Source: an optimization exercise on an open RTL-to-GDS flow (aim: a short achievable clock period and few clock cycles). Production flows keep margins and buffers that such runs may drop.
Only simulation tests tie the RTL to the original design; equivalence was not proved.
Power is estimated from default activity; no workload was simulated.

==> tundra: inputs <==
## mipsPipeline
module mipsPipeline (
    input  logic        clk,
    input  logic        rst_n,
    output logic [29:0] icacheAddr,
    input  logic [31:0] icacheRdata,
    input  logic        icacheStall,
    output logic        dcacheRen,
    output logic        dcacheWen,
    output logic [29:0] dcacheAddr,
    output logic [31:0] dcacheWdata,
    input  logic [31:0] dcacheRdata,
    input  logic        dcacheStall
);
export LEC_CHECK = 0
export CAP_MARGIN = 20
export CORE_MARGIN = 10
export CORE_UTILIZATION = 50
export PLACE_DENSITY = 0.65
export SETUP_SLACK_MARGIN = 5
export SLEW_MARGIN = 20
export SYNTH_HIERARCHICAL = 1
export SYNTH_MINIMUM_KEEP_SIZE = 0
create_clock -name core_clock -period 8.0 [get_ports {clk}]
standard.sh (not shown) runs the stock make flow with config.mk's settings and CLKGATE_MAP_FILE= SYNTH_SCRIPT=/design/flow/synth_recipe.tcl, a recipe that flattens the netlist after the stock synthesis.
==> flow/flow/run.sh <==
#!/bin/bash
cp standard.sh standard_sh.txt
cp config.mk config_orig.txt
echo 'export ADDER_MAP_FILE =' >> config.mk
bash standard.sh MATCH_CELL_FOOTPRINT=0 "BUFFER_PORTS_ARGS=-buffer_cell sky130_fd_sc_hd__buf_4" finish > standard.log 2>&1
==> garnet: changes against tundra <==
--- a/flow/design.v
+++ b/flow/design.v
@@ -150,29 +150,26 @@
     input  logic [29:0] pc,
     input  logic [29:0] takenTgt,   
     input  logic        taken,      
     input  logic        stall,
     input  logic        hold,       
     input  logic        run,        
-    input  logic        predT,      
     output logic [29:0] pc1,
     output logic [29:0] next,
-    output logic        redir,      
-    output logic        predTk      
+    output logic        redir
 );
     logic        isJ, take;
     logic [5:0]  lo;
     logic [24:0] hiUp, hiDn;
     logic [29:0] jt, bt, tgt, seq;
     logic        sT, sR, sS, sH, ok;
     assign pc1  = pc + 30'd1;
     assign hiUp = pc[29:5] + 25'd1;
     assign hiDn = pc[29:5] - 25'd1;
     logic        stay;
-    fetchDecide fetchDecide_i (.ins(ins), .taken(taken), .predT(predT), .stall(stall),
-                               .isJ(isJ), .redir(redir), .predTk(predTk), .take(take),
+    fetchDecide fetchDecide_i (.ins(ins), .taken(taken), .isJ(isJ), .redir(redir), .take(take),
                                .stay(stay));
     assign lo    = {1'b0, pc[4:0]} + {1'b0, ins[4:0]} + 6'd1;
     assign jt    = {pc1[29:26], ins[25:0]};
     assign bt    = {ins[15] ? (lo[5] ? pc[29:5] : hiDn) : (lo[5] ? hiUp : pc[29:5]), lo[4:0]};
     assign seq = stall ? pc : pc1;
     assign tgt = isJ ? jt : bt;
@@ -186,17 +183,14 @@
                   .s3(sH), .d3(pc[i]), .y(next[i]));
     end
 endmodule
 module fetchDecide (
     input  logic [31:0] ins,
     input  logic        taken,
-    input  logic        predT,      
-    input  logic        stall,      
     output logic        isJ,
-    output logic        redir,      
-    output logic        predTk,     
+    output logic        redir,
     output logic        take,
     output logic        stay
 );
     logic [4:0] x;
     logic       sameRsRt, opHi0, isBeqOp, isBs, allZ, allO, short;
     assign x        = ~(ins[25:21] ^ ins[20:16]);
@@ -206,15 +200,14 @@
     assign isBeqOp  = opHi0 &  ins[28] & ~ins[27];
     assign isBs     = isBeqOp & sameRsRt;
     assign allZ     = ~(|ins[15:5]);
     assign allO     = &ins[15:5];
     assign short    = allZ | allO;
     assign redir    = isJ | (isBs & short);
-    assign predTk   = isBeqOp & ~sameRsRt & short & predT & ~stall;
-    assign take     = (redir | predTk) & ~taken;
-    assign stay     = ~(redir | predTk | taken);
+    assign take     = redir & ~taken;
+    assign stay     = ~(redir | taken);
 endmodule
 module mux3oh (input logic s0, d0, s1, d1, s2, d2, output logic y);
     logic n01;
     rtAoi22 u01 (.a1(s0), .b1(d0), .a2(s1), .b2(d1), .y(n01));
     logic n2;
     ksNand2 u2 (.a(s2), .b(d2), .y(n2));
@@ -232,13 +225,12 @@
     input  logic [31:0] b,           
     input  logic        bInv,        
     input  logic        opArith,     
     input  logic        opAnd,
     input  logic        opOr,
     input  logic        opSlt,
-    input  logic        opLoad,      
     input  logic [31:0] loadData,    
     input  logic        selA,
     input  logic        selB,
     input  logic        selS,
     input  logic        invNext,     
     input  logic [31:0] altA,
@@ -247,34 +239,30 @@
     output logic [31:0] res,
     output logic [31:0] nextA,
     output logic [31:0] nextB,
     output logic [31:0] nextS,
     output logic        eq
 );
-    logic [31:0] sum, early, carry, sumB;
-    logic        lt, invB;
-    ksAdd32 ksAdd32_i (.a(a), .b(b), .cin(bInv), .s(sum), .c(carry), .eq(eq));
-    assign invB = selB && invNext;
-    assign sumB = (a ^ b ^ {32{invB}}) ^ carry;
+    logic [31:0] sum, early;
+    logic        lt;
+    ksAdd32 ksAdd32_i (.a(a), .b(b), .cin(bInv), .s(sum), .eq(eq));
     assign lt    = (a[31] == b[31]) ? a[31] : sum[31];
     assign early = ({32{opAnd}} & (a & b)) | ({32{opOr}} & (a | b)) | loadData;
     assign res   = ({32{opArith}} & sum) | {31'd0, opSlt && lt} | early;
     assign nextA = ({32{selA && opArith}} & sum) | {31'd0, selA && opSlt && lt} |
                    ({32{selA}} & early) | altA;
-    assign nextB = ({32{selB && opArith}} & sumB) |
-                   ({32{selB && (opAnd || opOr || opLoad)}} & (early ^ {32{invB}})) |
-                   ((selB && opSlt) ? {{31{invNext}}, lt ^ invNext} : 32'd0) | altB;
+    assign nextB = ((({32{selB && opArith}} & sum) | {31'd0, selB && opSlt && lt} |
+                     ({32{selB}} & early)) ^ {32{selB && invNext}}) | altB;
     assign nextS = ({32{selS && opArith}} & sum) | {31'd0, selS && opSlt && lt} |
                    ({32{selS}} & early) | altS;
 endmodule
 module ksAdd32 (
     input  logic [31:0] a,
     input  logic [31:0] b,
     input  logic        cin,
     output logic [31:0] s,
-    output logic [31:0] c,         
     output logic        eq
 );
     logic [31:0] p;
     logic [5:0][31:0] G;
     logic [5:0][31:0] P;
     assign p = a ^ b;
@@ -302,13 +290,12 @@
             end else begin : gPass
                 assign G[l+1][i] = ~G[l][i];
                 assign P[l+1][i] = 1'b0;
             end
         end
     end
-    assign c       = {G[5][30:0], cin};
     assign s[0]    = p[0] ^ cin;
     assign s[31:1] = p[31:1] ^ G[5][30:0];
     logic [15:0] e1;
     logic [7:0]  e2;
     logic [3:0]  e3;
     logic [1:0]  e4;
@@ -400,25 +387,20 @@
         stallOr u (.a(icacheStall), .b(dcacheStall), .y(fz[k]));
     end
     logic [29:0] pc;             
     logic        dValid;
     logic [31:0] dIns;
     logic [29:0] dPc1;
-    logic        dPred;          
-    logic [31:1] dW1h;           
     logic        dAE, dAM, dAW, dBE, dBM, dBW, dBI, dSE, dSM, dSW, dInvB;
     logic [31:1] dAR, dBR, dSR;
     logic        eRegWrite, eRead, eWrite, eBeq;    
     logic        eELoad;                            
     logic        eArith, eInv, eAnd, eOr, eSlt;
     logic [4:0]  eWsel;
     logic [31:0] eA, eB, eS;
     logic [29:0] eBt;
-    logic        ePred;
-    logic [29:0] eFall;          
-    logic [5:0]  eIdx;           
     logic        mRegWrite, mRead;
     logic [4:0]  mWsel;
     logic [31:1] mWsel1h;
     logic [31:0] wsel1h;         
     logic [31:0] mAlu;
     logic        pRen, pWen;
@@ -430,38 +412,26 @@
     logic [31:0] wData;
     logic [31:0] aluOut;
     logic        stallD;
     logic        takenE;
     logic [29:0] dBt;
     logic [29:0] pc1, pcNext;
-    logic        fRedir, fPredTk;
-    logic [1:0]  bpCtr [64];
-    logic        fPred;
-    always_ff @(posedge clk or negedge rst_n) begin
-        if (!rst_n) begin
-            fPred <= 1'b0;
-        end else if (!fz[0]) begin
-            if (takenE || fRedir || fPredTk) fPred <= 1'b0;
-            else if (!stallD)                fPred <= bpCtr[pc1[5:0]][1];
-        end
-    end
+    logic        fRedir;
     logic [29:0] icAddr;
     assign icacheAddr = icAddr;
     always_ff @(posedge clk) begin
         icAddr <= pcNext;
     end
     fetchNext fetchNext_i (
         .ins      (icacheRdata),
         .pc       (pc),
-        .takenTgt (ePred ? eFall : eBt),
+        .takenTgt (eBt),
         .taken    (takenE),
         .stall    (stallD),
         .hold     (fz[0]),
         .run      (rst_n),
-        .predT    (fPred),
-        .predTk   (fPredTk),
         .pc1      (pc1),
         .next     (pcNext),
         .redir    (fRedir)
     );
     always_ff @(posedge clk or negedge rst_n) begin
         if (!rst_n) begin
@@ -479,14 +449,12 @@
         end
     end
     always_ff @(posedge clk) begin
         if (!fz[0] && !stallD) begin
             dIns   <= icacheRdata;
             dPc1   <= pc1;
-            dPred  <= fPredTk;
-            dW1h   <= fW1h[31:1];
         end
     end
     logic [5:0]  op, fn;
     logic [4:0]  rs, rt, rd, wsel;
     logic [31:0] immExt;
     logic        isR, isAddi, isLw, isSw, isBeq, useImm;
@@ -502,14 +470,13 @@
                     (fn == FnAdd || fn == FnSub || fn == FnAnd || fn == FnOr || fn == FnSlt);
     assign isAddi = dValid && (op == OpAddi);
     assign isLw   = dValid && (op == OpLw);
     assign isSw   = dValid && (op == OpSw);
     assign isBeq  = dValid && (op == OpBeq);
     logic [31:0] dBtSum;
-    ksAdd32 addBt_i (.a({2'b00, dPc1}), .b({2'b00, immExt[29:0]}), .cin(1'b0), .s(dBtSum),
-                     .c(), .eq());
+    ksAdd32 addBt_i (.a({2'b00, dPc1}), .b({2'b00, immExt[29:0]}), .cin(1'b0), .s(dBtSum), .eq());
     assign dBt    = dBtSum[29:0];
     assign useImm = (op == OpAddi) || (op == OpLw) || (op == OpSw);
     assign wsel     = (op == OpR) ? rd : rt;
     assign regWrite = (isR || isAddi || isLw) && (wsel != 5'd0);
     assign usesRs   = isR || isAddi || isLw || isSw || isBeq;
     assign usesRt   = isR || isSw || isBeq;
@@ -544,27 +511,16 @@
     assign hitMA = eRegWrite && (eWsel == rsN);
     assign hitWA = mRegWrite && (mWsel == rsN);
     assign hitEB = !stallD && regWrite && (wsel == rtN);
     assign hitMB = eRegWrite && (eWsel == rtN);
     assign hitWB = mRegWrite && (mWsel == rtN);
     logic [31:1] pend1h;
-    logic [5:0]  opF, fnF;
-    logic        wrF;
-    logic [4:0]  wselF;
-    logic [31:0] fW1h;
-    assign opF   = icacheRdata[31:26];
-    assign fnF   = icacheRdata[5:0];
-    assign wrF   = ((opF == OpR) &&
-                    (fnF == FnAdd || fnF == FnSub || fnF == FnAnd || fnF == FnOr || fnF == FnSlt)) ||
-                   (opF == OpAddi) || (opF == OpLw);
-    assign wselF = (opF == OpR) ? icacheRdata[15:11] : icacheRdata[20:16];
     always_comb begin
-        fW1h = '0;
-        fW1h[wselF] = wrF;
+        pend1h = mWsel1h | wsel1h[31:1];
+        if (!stallD && regWrite) pend1h[wsel] = 1'b1;
     end
-    assign pend1h = mWsel1h | wsel1h[31:1] | (dW1h & {31{dValid && !stallD}});
     logic validN, isRN, usesRsN, usesRtN, stallNext;
     assign validN    = stallD ? dValid : !fRedir;
     assign isRN      = (opN == OpR) &&
                        (fnN == FnAdd || fnN == FnSub || fnN == FnAnd || fnN == FnOr || fnN == FnSlt);
     assign usesRsN   = isRN || (opN == OpAddi) || (opN == OpLw) || (opN == OpSw) || (opN == OpBeq);
     assign usesRtN   = isRN || (opN == OpSw) || (opN == OpBeq);
@@ -679,27 +635,23 @@
         end
     end
     always_ff @(posedge clk) begin
         if (!fz[5]) begin
             eS    <= nextS;
             eBt   <= dBt;
-            ePred <= dPred;
-            eFall <= dPc1;
-            eIdx  <= dPc1[5:0] - 6'd1;
         end
     end
     logic eqE;
     aluFwd aluFwd_i (
         .a        (eA),
         .b        (eB),
         .bInv     (eInv),
         .opArith  (eArith),
         .opAnd    (eAnd),
         .opOr     (eOr),
         .opSlt    (eSlt),
-        .opLoad   (eELoad),
         .loadData ({32{eELoad}} & dcacheRdata),
         .selA     (dAE),
         .selB     (dBE),
         .selS     (dSE),
         .altA     (valA),
         .invNext  (dInvB),
@@ -708,38 +660,13 @@
         .res      (aluOut),
         .nextA    (nextA),
         .nextB    (nextB),
         .nextS    (nextS),
         .eq       (eqE)
     );
-    assign takenE = eBeq && (eqE != ePred);
-    logic       bpUpd;
-    logic [5:0] bpIdx;
-    always_ff @(posedge clk or negedge rst_n) begin
-        if (!rst_n) begin
-            bpUpd <= 1'b0;
-        end else if (!freeze) begin
-            bpUpd <= eBeq;
-        end
-    end
-    logic [1:0] bpCur, bpNew;
-    assign bpCur = bpCtr[eIdx];
-    always_ff @(posedge clk) begin
-        if (!freeze) begin
-            bpIdx <= eIdx;
-            if (eqE) bpNew <= (bpCur == 2'b11) ? 2'b11 : bpCur + 2'b01;
-            else     bpNew <= (bpCur == 2'b00) ? 2'b00 : bpCur - 2'b01;
-        end
-    end
-    always_ff @(posedge clk or negedge rst_n) begin
-        if (!rst_n) begin
-            for (int i = 0; i < 64; i++) bpCtr[i] <= 2'b01;
-        end else if (!freeze && bpUpd) begin
-            bpCtr[bpIdx] <= bpNew;
-        end
-    end
+    assign takenE = eBeq && eqE;
     always_comb begin
         wsel1h = '0;
         wsel1h[eWsel] = eRegWrite;
     end
     always_ff @(posedge clk or negedge rst_n) begin
         if (!rst_n) begin
==> zinc: changes against tundra <==
--- a/flow/design.v
+++ b/flow/design.v
@@ -232,13 +232,12 @@
     input  logic [31:0] b,           
     input  logic        bInv,        
     input  logic        opArith,     
     input  logic        opAnd,
     input  logic        opOr,
     input  logic        opSlt,
-    input  logic        opLoad,      
     input  logic [31:0] loadData,    
     input  logic        selA,
     input  logic        selB,
     input  logic        selS,
     input  logic        invNext,     
     input  logic [31:0] altA,
@@ -247,34 +246,30 @@
     output logic [31:0] res,
     output logic [31:0] nextA,
     output logic [31:0] nextB,
     output logic [31:0] nextS,
     output logic        eq
 );
-    logic [31:0] sum, early, carry, sumB;
-    logic        lt, invB;
-    ksAdd32 ksAdd32_i (.a(a), .b(b), .cin(bInv), .s(sum), .c(carry), .eq(eq));
-    assign invB = selB && invNext;
-    assign sumB = (a ^ b ^ {32{invB}}) ^ carry;
+    logic [31:0] sum, early;
+    logic        lt;
+    ksAdd32 ksAdd32_i (.a(a), .b(b), .cin(bInv), .s(sum), .eq(eq));
     assign lt    = (a[31] == b[31]) ? a[31] : sum[31];
     assign early = ({32{opAnd}} & (a & b)) | ({32{opOr}} & (a | b)) | loadData;
     assign res   = ({32{opArith}} & sum) | {31'd0, opSlt && lt} | early;
     assign nextA = ({32{selA && opArith}} & sum) | {31'd0, selA && opSlt && lt} |
                    ({32{selA}} & early) | altA;
-    assign nextB = ({32{selB && opArith}} & sumB) |
-                   ({32{selB && (opAnd || opOr || opLoad)}} & (early ^ {32{invB}})) |
-                   ((selB && opSlt) ? {{31{invNext}}, lt ^ invNext} : 32'd0) | altB;
+    assign nextB = ((({32{selB && opArith}} & sum) | {31'd0, selB && opSlt && lt} |
+                     ({32{selB}} & early)) ^ {32{selB && invNext}}) | altB;
     assign nextS = ({32{selS && opArith}} & sum) | {31'd0, selS && opSlt && lt} |
                    ({32{selS}} & early) | altS;
 endmodule
 module ksAdd32 (
     input  logic [31:0] a,
     input  logic [31:0] b,
     input  logic        cin,
     output logic [31:0] s,
-    output logic [31:0] c,         
     output logic        eq
 );
     logic [31:0] p;
     logic [5:0][31:0] G;
     logic [5:0][31:0] P;
     assign p = a ^ b;
@@ -302,13 +297,12 @@
             end else begin : gPass
                 assign G[l+1][i] = ~G[l][i];
                 assign P[l+1][i] = 1'b0;
             end
         end
     end
-    assign c       = {G[5][30:0], cin};
     assign s[0]    = p[0] ^ cin;
     assign s[31:1] = p[31:1] ^ G[5][30:0];
     logic [15:0] e1;
     logic [7:0]  e2;
     logic [3:0]  e3;
     logic [1:0]  e4;
@@ -401,13 +395,12 @@
     end
     logic [29:0] pc;             
     logic        dValid;
     logic [31:0] dIns;
     logic [29:0] dPc1;
     logic        dPred;          
-    logic [31:1] dW1h;           
     logic        dAE, dAM, dAW, dBE, dBM, dBW, dBI, dSE, dSM, dSW, dInvB;
     logic [31:1] dAR, dBR, dSR;
     logic        eRegWrite, eRead, eWrite, eBeq;    
     logic        eELoad;                            
     logic        eArith, eInv, eAnd, eOr, eSlt;
     logic [4:0]  eWsel;
@@ -480,13 +473,12 @@
     end
     always_ff @(posedge clk) begin
         if (!fz[0] && !stallD) begin
             dIns   <= icacheRdata;
             dPc1   <= pc1;
             dPred  <= fPredTk;
-            dW1h   <= fW1h[31:1];
         end
     end
     logic [5:0]  op, fn;
     logic [4:0]  rs, rt, rd, wsel;
     logic [31:0] immExt;
     logic        isR, isAddi, isLw, isSw, isBeq, useImm;
@@ -502,14 +494,13 @@
                     (fn == FnAdd || fn == FnSub || fn == FnAnd || fn == FnOr || fn == FnSlt);
     assign isAddi = dValid && (op == OpAddi);
     assign isLw   = dValid && (op == OpLw);
     assign isSw   = dValid && (op == OpSw);
     assign isBeq  = dValid && (op == OpBeq);
     logic [31:0] dBtSum;
-    ksAdd32 addBt_i (.a({2'b00, dPc1}), .b({2'b00, immExt[29:0]}), .cin(1'b0), .s(dBtSum),
-                     .c(), .eq());
+    ksAdd32 addBt_i (.a({2'b00, dPc1}), .b({2'b00, immExt[29:0]}), .cin(1'b0), .s(dBtSum), .eq());
     assign dBt    = dBtSum[29:0];
     assign useImm = (op == OpAddi) || (op == OpLw) || (op == OpSw);
     assign wsel     = (op == OpR) ? rd : rt;
     assign regWrite = (isR || isAddi || isLw) && (wsel != 5'd0);
     assign usesRs   = isR || isAddi || isLw || isSw || isBeq;
     assign usesRt   = isR || isSw || isBeq;
@@ -544,27 +535,16 @@
     assign hitMA = eRegWrite && (eWsel == rsN);
     assign hitWA = mRegWrite && (mWsel == rsN);
     assign hitEB = !stallD && regWrite && (wsel == rtN);
     assign hitMB = eRegWrite && (eWsel == rtN);
     assign hitWB = mRegWrite && (mWsel == rtN);
     logic [31:1] pend1h;
-    logic [5:0]  opF, fnF;
-    logic        wrF;
-    logic [4:0]  wselF;
-    logic [31:0] fW1h;
-    assign opF   = icacheRdata[31:26];
-    assign fnF   = icacheRdata[5:0];
-    assign wrF   = ((opF == OpR) &&
-                    (fnF == FnAdd || fnF == FnSub || fnF == FnAnd || fnF == FnOr || fnF == FnSlt)) ||
-                   (opF == OpAddi) || (opF == OpLw);
-    assign wselF = (opF == OpR) ? icacheRdata[15:11] : icacheRdata[20:16];
     always_comb begin
-        fW1h = '0;
-        fW1h[wselF] = wrF;
+        pend1h = mWsel1h | wsel1h[31:1];
+        if (!stallD && regWrite) pend1h[wsel] = 1'b1;
     end
-    assign pend1h = mWsel1h | wsel1h[31:1] | (dW1h & {31{dValid && !stallD}});
     logic validN, isRN, usesRsN, usesRtN, stallNext;
     assign validN    = stallD ? dValid : !fRedir;
     assign isRN      = (opN == OpR) &&
                        (fnN == FnAdd || fnN == FnSub || fnN == FnAnd || fnN == FnOr || fnN == FnSlt);
     assign usesRsN   = isRN || (opN == OpAddi) || (opN == OpLw) || (opN == OpSw) || (opN == OpBeq);
     assign usesRtN   = isRN || (opN == OpSw) || (opN == OpBeq);
@@ -693,13 +673,12 @@
         .b        (eB),
         .bInv     (eInv),
         .opArith  (eArith),
         .opAnd    (eAnd),
         .opOr     (eOr),
         .opSlt    (eSlt),
-        .opLoad   (eELoad),
         .loadData ({32{eELoad}} & dcacheRdata),
         .selA     (dAE),
         .selB     (dBE),
         .selS     (dSE),
         .altA     (valA),
         .invNext  (dInvB),
@@ -709,35 +688,33 @@
         .nextA    (nextA),
         .nextB    (nextB),
         .nextS    (nextS),
         .eq       (eqE)
     );
     assign takenE = eBeq && (eqE != ePred);
-    logic       bpUpd;
+    logic       bpUpd, bpTaken;
     logic [5:0] bpIdx;
     always_ff @(posedge clk or negedge rst_n) begin
         if (!rst_n) begin
             bpUpd <= 1'b0;
         end else if (!freeze) begin
             bpUpd <= eBeq;
         end
     end
-    logic [1:0] bpCur, bpNew;
-    assign bpCur = bpCtr[eIdx];
     always_ff @(posedge clk) begin
         if (!freeze) begin
-            bpIdx <= eIdx;
-            if (eqE) bpNew <= (bpCur == 2'b11) ? 2'b11 : bpCur + 2'b01;
-            else     bpNew <= (bpCur == 2'b00) ? 2'b00 : bpCur - 2'b01;
+            bpTaken <= eqE;
+            bpIdx   <= eIdx;
         end
     end
     always_ff @(posedge clk or negedge rst_n) begin
         if (!rst_n) begin
             for (int i = 0; i < 64; i++) bpCtr[i] <= 2'b01;
         end else if (!freeze && bpUpd) begin
-            bpCtr[bpIdx] <= bpNew;
+            if (bpTaken) bpCtr[bpIdx] <= (bpCtr[bpIdx] == 2'b11) ? 2'b11 : bpCtr[bpIdx] + 2'b01;
+            else         bpCtr[bpIdx] <= (bpCtr[bpIdx] == 2'b00) ? 2'b00 : bpCtr[bpIdx] - 2'b01;
         end
     end
     always_comb begin
         wsel1h = '0;
         wsel1h[eWsel] = eRegWrite;
     end
==> results.txt <==
| item | tundra | garnet | zinc |
|---|---|---|---|
| Met2 Wirelength | 181 mm | 158 mm | 178 mm |
| Post-cts resize count | 191 | 109 | 259 |
| Count of sequential standard cells | 1,765 | 1,558 | 1,733 |
| First-pass DRT Iterations | 8 | 6 | 10 |
| CP Max Fanout | 32 | 20 | 5 |
| Setup WS pre-CTS | 3.66 ns | 3.67 ns | 3.67 ns |
| Avg WL per Cell | 35.9 um | 35.2 um | 35.7 um |
| Req. time, crit path | 8.58 ns | 8.61 ns | 8.60 ns |
| Number of buffers inserted to repair setup after CTS | 67 | 26 | 76 |
| Multi-input logic portion of the cell area | 49.6% | 50.7% | 49.7% |
| Post-placement cell count | 11,600 | 10,400 | 11,500 |
| Non-Clock Inverter Count | 104 | 110 | 127 |
| Global-route usage over all layers | 35.1% | 34.5% | 35.3% |
| Slew Limit Headroom | 25.1% | 27.0% | 19.5% |
| Sequential Power | 13.5 mW | 12.0 mW | 13.4 mW |
| Launching element of the worst setup path | dBR[8] | dSR[10] | dIns[26] |
| Gate count after technology mapping | 8,729 | 7,747 | 8,613 |
| Seq/total area | 37.8% | 37.1% | 37.3% |
| Number of warnings reported in the yosys synthesis log | 10 | 9 | 10 |
| Result of the run | no timing/DRC/antenna violations | no timing/DRC/antenna violations | no timing/DRC/antenna violations |
| Met3 WL post-DR | 48.1 mm | 42.5 mm | 48.8 mm |
| Final worst-path cycle share | 38.6% | 37.5% | 39.3% |
| Final WS setup | 4.91 ns | 5.00 ns | 4.86 ns |
| Layout cell share with drive strength beyond 1 | 51.1% | 53.0% | 52.6% |
| Detailed-placement wirelength estimate | 258 mm | 226 mm | 255 mm |
| FP Rows | 170 | 161 | 168 |
| Least-Margin Pin Slew | 1.12 ns | 1.10 ns | 1.21 ns |
Testbench counts of tundra, summed over its fixed seeds: cycles 154,328.
Testbench counts of garnet, summed over its fixed seeds: cycles 155,364.
Testbench counts of zinc, summed over its fixed seeds: cycles 154,328.

afterwards: timing with drivers on the ports:
How much do the figures lean on ideal ports? The routed layouts below were timed once more, with nothing changed but the port constraints. Step 1: set_driving_cell puts a clkbuf_16 on clk and a buf_2 on each other input, an assumption about the parent block. Step 2 also shifts input and output timing later by t, the mid clock arrival at the registers, as if the neighbouring blocks saw the same clock. Three values: ideal ports, drivers, drivers and shift; two values: the first two.
run | shift t [ns] | setup WS [ns] | clock arrival spread, ns | slew at the worst register clock pin (ns)
tundra | 0.974 | 4.912 / 4.878 / 4.123 | 0.043 / 0.043 | 0.07 / 0.07
garnet | 0.938 | 5.000 / 4.908 / 4.134 | 0.040 / 0.040 | 0.07 / 0.07
zinc | 0.947 | 4.857 / 4.857 / 4.074 | 0.045 / 0.045 | 0.07 / 0.07
After both steps every run listed still meets setup and hold. The setup slack of garnet, which loses most, moves by -0.092 ns with the drivers and by -0.866 ns with both steps.
